What follows belongs to an exercise in optimizing a design on an open flow for small area and a short achievable clock period; a production flow would make more cautious choices.
The RTL was checked by simulation tests, not by an equivalence proof against the original design.
Power and IR drop assume default switching activity.

// parallel_accumulator
module parallel_accumulator (
    input  logic                   clk,
    input  logic                   rst,
    input  logic [16-1:0][32-1:0] in_values,
    input  logic [16-1:0][4-1:0]    in_ids,
    input  logic                   in_valid,
    input  logic [4-1:0][16-1:0]   in_dst_ids,
    input  logic [4-1:0][16-1:0] in_src_masks,
    input  logic [4-1:0] in_dst_valid,
    output logic [16-1:0][32-1:0] sums,
    output logic [16-1:0][4-1:0]    out_ids,
    output logic [16-1:0]   seg_end,
    output logic                   out_valid,
    output logic [4-1:0][16-1:0]   out_dst_ids,
    output logic [4-1:0][16-1:0] out_src_masks,
    output logic [4-1:0] out_dst_valid
);
clock: 4.5 ns
lec_check: 0
cap_margin: 20
core_margin: 2
core_utilization: 40
cts_cluster_diameter: 80
cts_cluster_size: 26
slew_margin: 20
standard.sh (not shown) runs the stock make flow with config.mk's settings and CLKGATE_MAP_FILE= SYNTH_SCRIPT=/design/flow/synth_recipe.tcl, a recipe that flattens the netlist after the stock synthesis.
==> flow/flow/run.sh <==
#!/bin/bash
# The standard layout (standard.sh), with the port buffers made from the small buf_1 cell
# instead of the cell buffer_ports picks by default. Everything else is the standard flow.
set -euo pipefail
bash standard.sh "BUFFER_PORTS_ARGS=-buffer_cell sky130_fd_sc_hd__buf_1" finish > standard_flow.log 2>&1
Edit:
Settings changed: CORE_UTILIZATION 40 to 60, SETUP_SLACK_MARGIN set to 1.3.
Result: Power went down slightly; setup slack improves by 0.51 ns; clock skew went down by 0.033 ns; maximum frequency went up by roughly a tenth; sequential share of layout area came out lower by 1.1 points; core utilization came out higher by 24 points; cell count drops by roughly a tenth; design area rose by a few percent; non-clock buffer count went up by 98; routed wire length decreases slightly.
Edit:
Settings changed: CORE_UTILIZATION 60 to 75, SETUP_SLACK_MARGIN 1.3 to 1.0.
Effect: With this change the flow aborted during I/O pin placement (3_2_place_iop) (PPL-0024); synthesized area is unchanged; synthesized cell count does not change.

---

Setup of run 1:
parallel_accumulator, a different RTL version from the one above (not shown whole).
For scale: roughly 7,600 cells after synthesis, about 4,600 flip-flops, about 120,000 sq um of cells after synthesis.
Settings: LEC_CHECK=0, CAP_MARGIN=20, CORE_MARGIN=2, CORE_UTILIZATION=40, CTS_CLUSTER_DIAMETER=70, CTS_CLUSTER_SIZE=22, SLEW_MARGIN=20; clock period 4.5 ns.
Scripts as last shown in full above: flow/flow/run.sh
The final layout from run 1, which completed every stage, passed the timing, design-rule and antenna checks at the end of the flow.
Input changes introduced in run 2 (baseline for comparison: run 1):
# run 1
export LEC_CHECK = 0
export CAP_MARGIN = 20
export CORE_MARGIN = 2
export CORE_UTILIZATION = 40
export CTS_CLUSTER_DIAMETER = 70
export CTS_CLUSTER_SIZE = 22
export SLEW_MARGIN = 20
create_clock -name core_clock -period 4.5 [get_ports {clk}]
# run 2
export LEC_CHECK = 0
export CAP_MARGIN = 20
export CORE_MARGIN = 2
export CORE_UTILIZATION = 40
export CTS_CLUSTER_SIZE = 28
export SLEW_MARGIN = 20
create_clock -name core_clock -period 4.5 [get_ports {clk}]
==> flow/run.sh (new file) <==
#!/bin/bash
# synth_recipe.tcl (not shown) runs the flow's synth.tcl, then flattens the netlist and writes it again
# the make line also repeats each setting of config.mk as NAME=value (left out here)
make -C /OpenROAD-flow-scripts/flow DESIGN_CONFIG=/design/flow/config.mk WORK_HOME=/design/flow/orfs CLKGATE_MAP_FILE= SYNTH_SCRIPT=/design/flow/synth_recipe.tcl finish
removed: flow/flow/run.sh
removed: flow/standard.sh
==> run notes <==
- Lower layout overhead on the synthesized area among run 1 and run 2: run 1
- Count of inverters not on the clock network in the layout came out exactly the same in run 1 and run 2.
- Setup slack, run 1 and run 2: lower on run 1
- Going from run 1 to run 2, count of non-filler cells in the finished layout now sits higher; worst endpoint data arrival time saw a decrease; multi-input gate share of the layout cell area went down; total power density per cell area up 6.5%; fraction of the cycle the final worst path needs lower.
- Reported for run 1 and run 2, number of clock sinks turned out identical to the last digit.
- Proportion of final cell area spent on non-clock buffers, run 1 and run 2: larger value in run 2
- Met1 global-route usage, run 1 and run 2: smaller value in run 1
Setup changes, run 2 to run 3
# run 2
export LEC_CHECK = 0
export CAP_MARGIN = 20
export CORE_MARGIN = 2
export CORE_UTILIZATION = 40
export CTS_CLUSTER_SIZE = 28
export SLEW_MARGIN = 20
create_clock -name core_clock -period 4.5 [get_ports {clk}]
# run 3
export LEC_CHECK = 0
export CAP_MARGIN = 20
export CORE_MARGIN = 2
export CORE_UTILIZATION = 40
export CTS_CLUSTER_DIAMETER = 70
export CTS_CLUSTER_SIZE = 22
export SLEW_MARGIN = 20
create_clock -name core_clock -period 4.5 [get_ports {clk}]
Run 3 completed end to end with timing, DRC and antenna clean. Compared with run 2, in run 3 sum of met3 wire segment lengths after detailed routing fell about 12%; clock-buffer cell count moved down. Between run 3 and run 2, share of cell area taken by multi-input logic gates is higher for run 3, run 2 comes in under that.
For run 4, these inputs were changed with respect to run 3:
# run 3
export LEC_CHECK = 0
export CAP_MARGIN = 20
export CORE_MARGIN = 2
export CORE_UTILIZATION = 40
export CTS_CLUSTER_DIAMETER = 70
export CTS_CLUSTER_SIZE = 22
export SLEW_MARGIN = 20
create_clock -name core_clock -period 4.5 [get_ports {clk}]
# run 4
export LEC_CHECK = 0
export CAP_MARGIN = 20
export CORE_MARGIN = 2
export CORE_UTILIZATION = 55
export CTS_CLUSTER_SIZE = 28
export SLEW_MARGIN = 20
create_clock -name core_clock -period 4.5 [get_ports {clk}]
### Flow results
Row total length of routed met2 wires: run 4 higher / run 3 lower. Taking run 3 as the reference, in run 4 met2 track utilization from global routing now larger; global-route usage picked up an extra 7.0 points; part of the total power dissipated in the clock network went up by 9.3 points. Starting utilization of the core area was higher in the run labelled run 4.

---

north:
RTL: one of the versions met above, not the one the previous note started from.
Size: ~3800 flip-flops.
clock: 4.5 ns
lec_check: 0
cap_margin: 20
core_margin: 2
core_utilization: 65
cts_cluster_diameter: 80
cts_cluster_size: 26
setup_slack_margin: 1.0
slew_margin: 20
==> flow/flow/run.sh <==
#!/bin/bash
# The standard layout (standard.sh), with the port buffers made from the small buf_1 cell
# instead of the cell buffer_ports picks by default. Everything else is the standard flow.
set -euo pipefail
bash standard.sh "BUFFER_PORTS_ARGS=-buffer_cell sky130_fd_sc_hd__buf_1" finish > standard_flow.log 2>&1
> inputs changed (north -> south)
Settings: a change of CORE_UTILIZATION from 65 to 40.
--- outcome ---
south ends up with higher number of placement rows than north does.
| multi-input logic area | south vs north | 1.3% higher |
Summary — part of the total power dissipated in sequential elements, south relative to north: lower, by 1.8 points.
Cmp south vs north: hold slack lower in south
Chip height (south vs. north) increases by more than a quarter
Compared with north, south shows a first-pass GRT wire length that is about 0.9% higher.
Die outline width (north / south): 0.79
[diff] cell area, south relative to north: regression
Sequential share of layout area in south vs north: down 1.7 points
What east does differently from south at the input level:
Settings: changing CORE_UTILIZATION from 40 to 60.
Findings:
Compared east vs south, and non-clock buffer count is down in east.
Of east and south, east shows the lower leakage power, with south above it.
Of east and south, south shows the higher final clock period utilization by the worst path, with east below it.
### east -> west
Settings: changing SETUP_SLACK_MARGIN from 1.0 to 2.0; changing CORE_UTILIZATION from 60 to 40.
==> comparison <==
[compare] base=east new=west: switching part of the total power went up; count of max-cap constraint violations did not really move; clock insertion delay at the later pin of the skew report went up; fmax went down.

[re-timing with driven ports]
The results above use ideal ports. As a check the final layouts listed here were re-extracted and re-timed, cells and wires unchanged.
Step 1 sets driving cells, clkbuf_16 on the clock port and buf_2 on the other inputs (assumed; they add their load-dependent delay and slew).
Step 2 moves the port delays by t, midway between the first and last clock arrival at a register: inputs arrive t later, outputs are due t later. That takes back most of the time a late clock gives input paths.
Slacks: ideal ports / drivers / drivers and shift; pairs: ideal ports / drivers.
run	shift t [ns]	setup WS [ns]	cell pins on the clock port's net
the first run of note 1	0.973	0.355 / 0.355 / -0.401	1
the second run of note 1	0.944	0.863 / 0.863 / -0.006	1
run 1	0.961	0.623 / 0.623 / -0.046	1
run 2	1.020	0.688 / 0.603 / -0.236	1
run 3	0.965	0.686 / 0.687 / -0.199	1
run 4	1.058	0.667 / 0.667 / -0.275	1
north	0.941	0.828 / 0.828 / -0.043	1
south	0.969	0.782 / 0.782 / -0.022	1
east	0.938	0.856 / 0.856 / 0.044	1
west	0.957	0.735 / 0.735 / -0.016	1
Met with ideal ports but missed after step 2: setup timing in 9 of these runs. The setup slack of run 4, which loses most, moves by 0.000 ns with the drivers and by -0.942 ns with both steps.
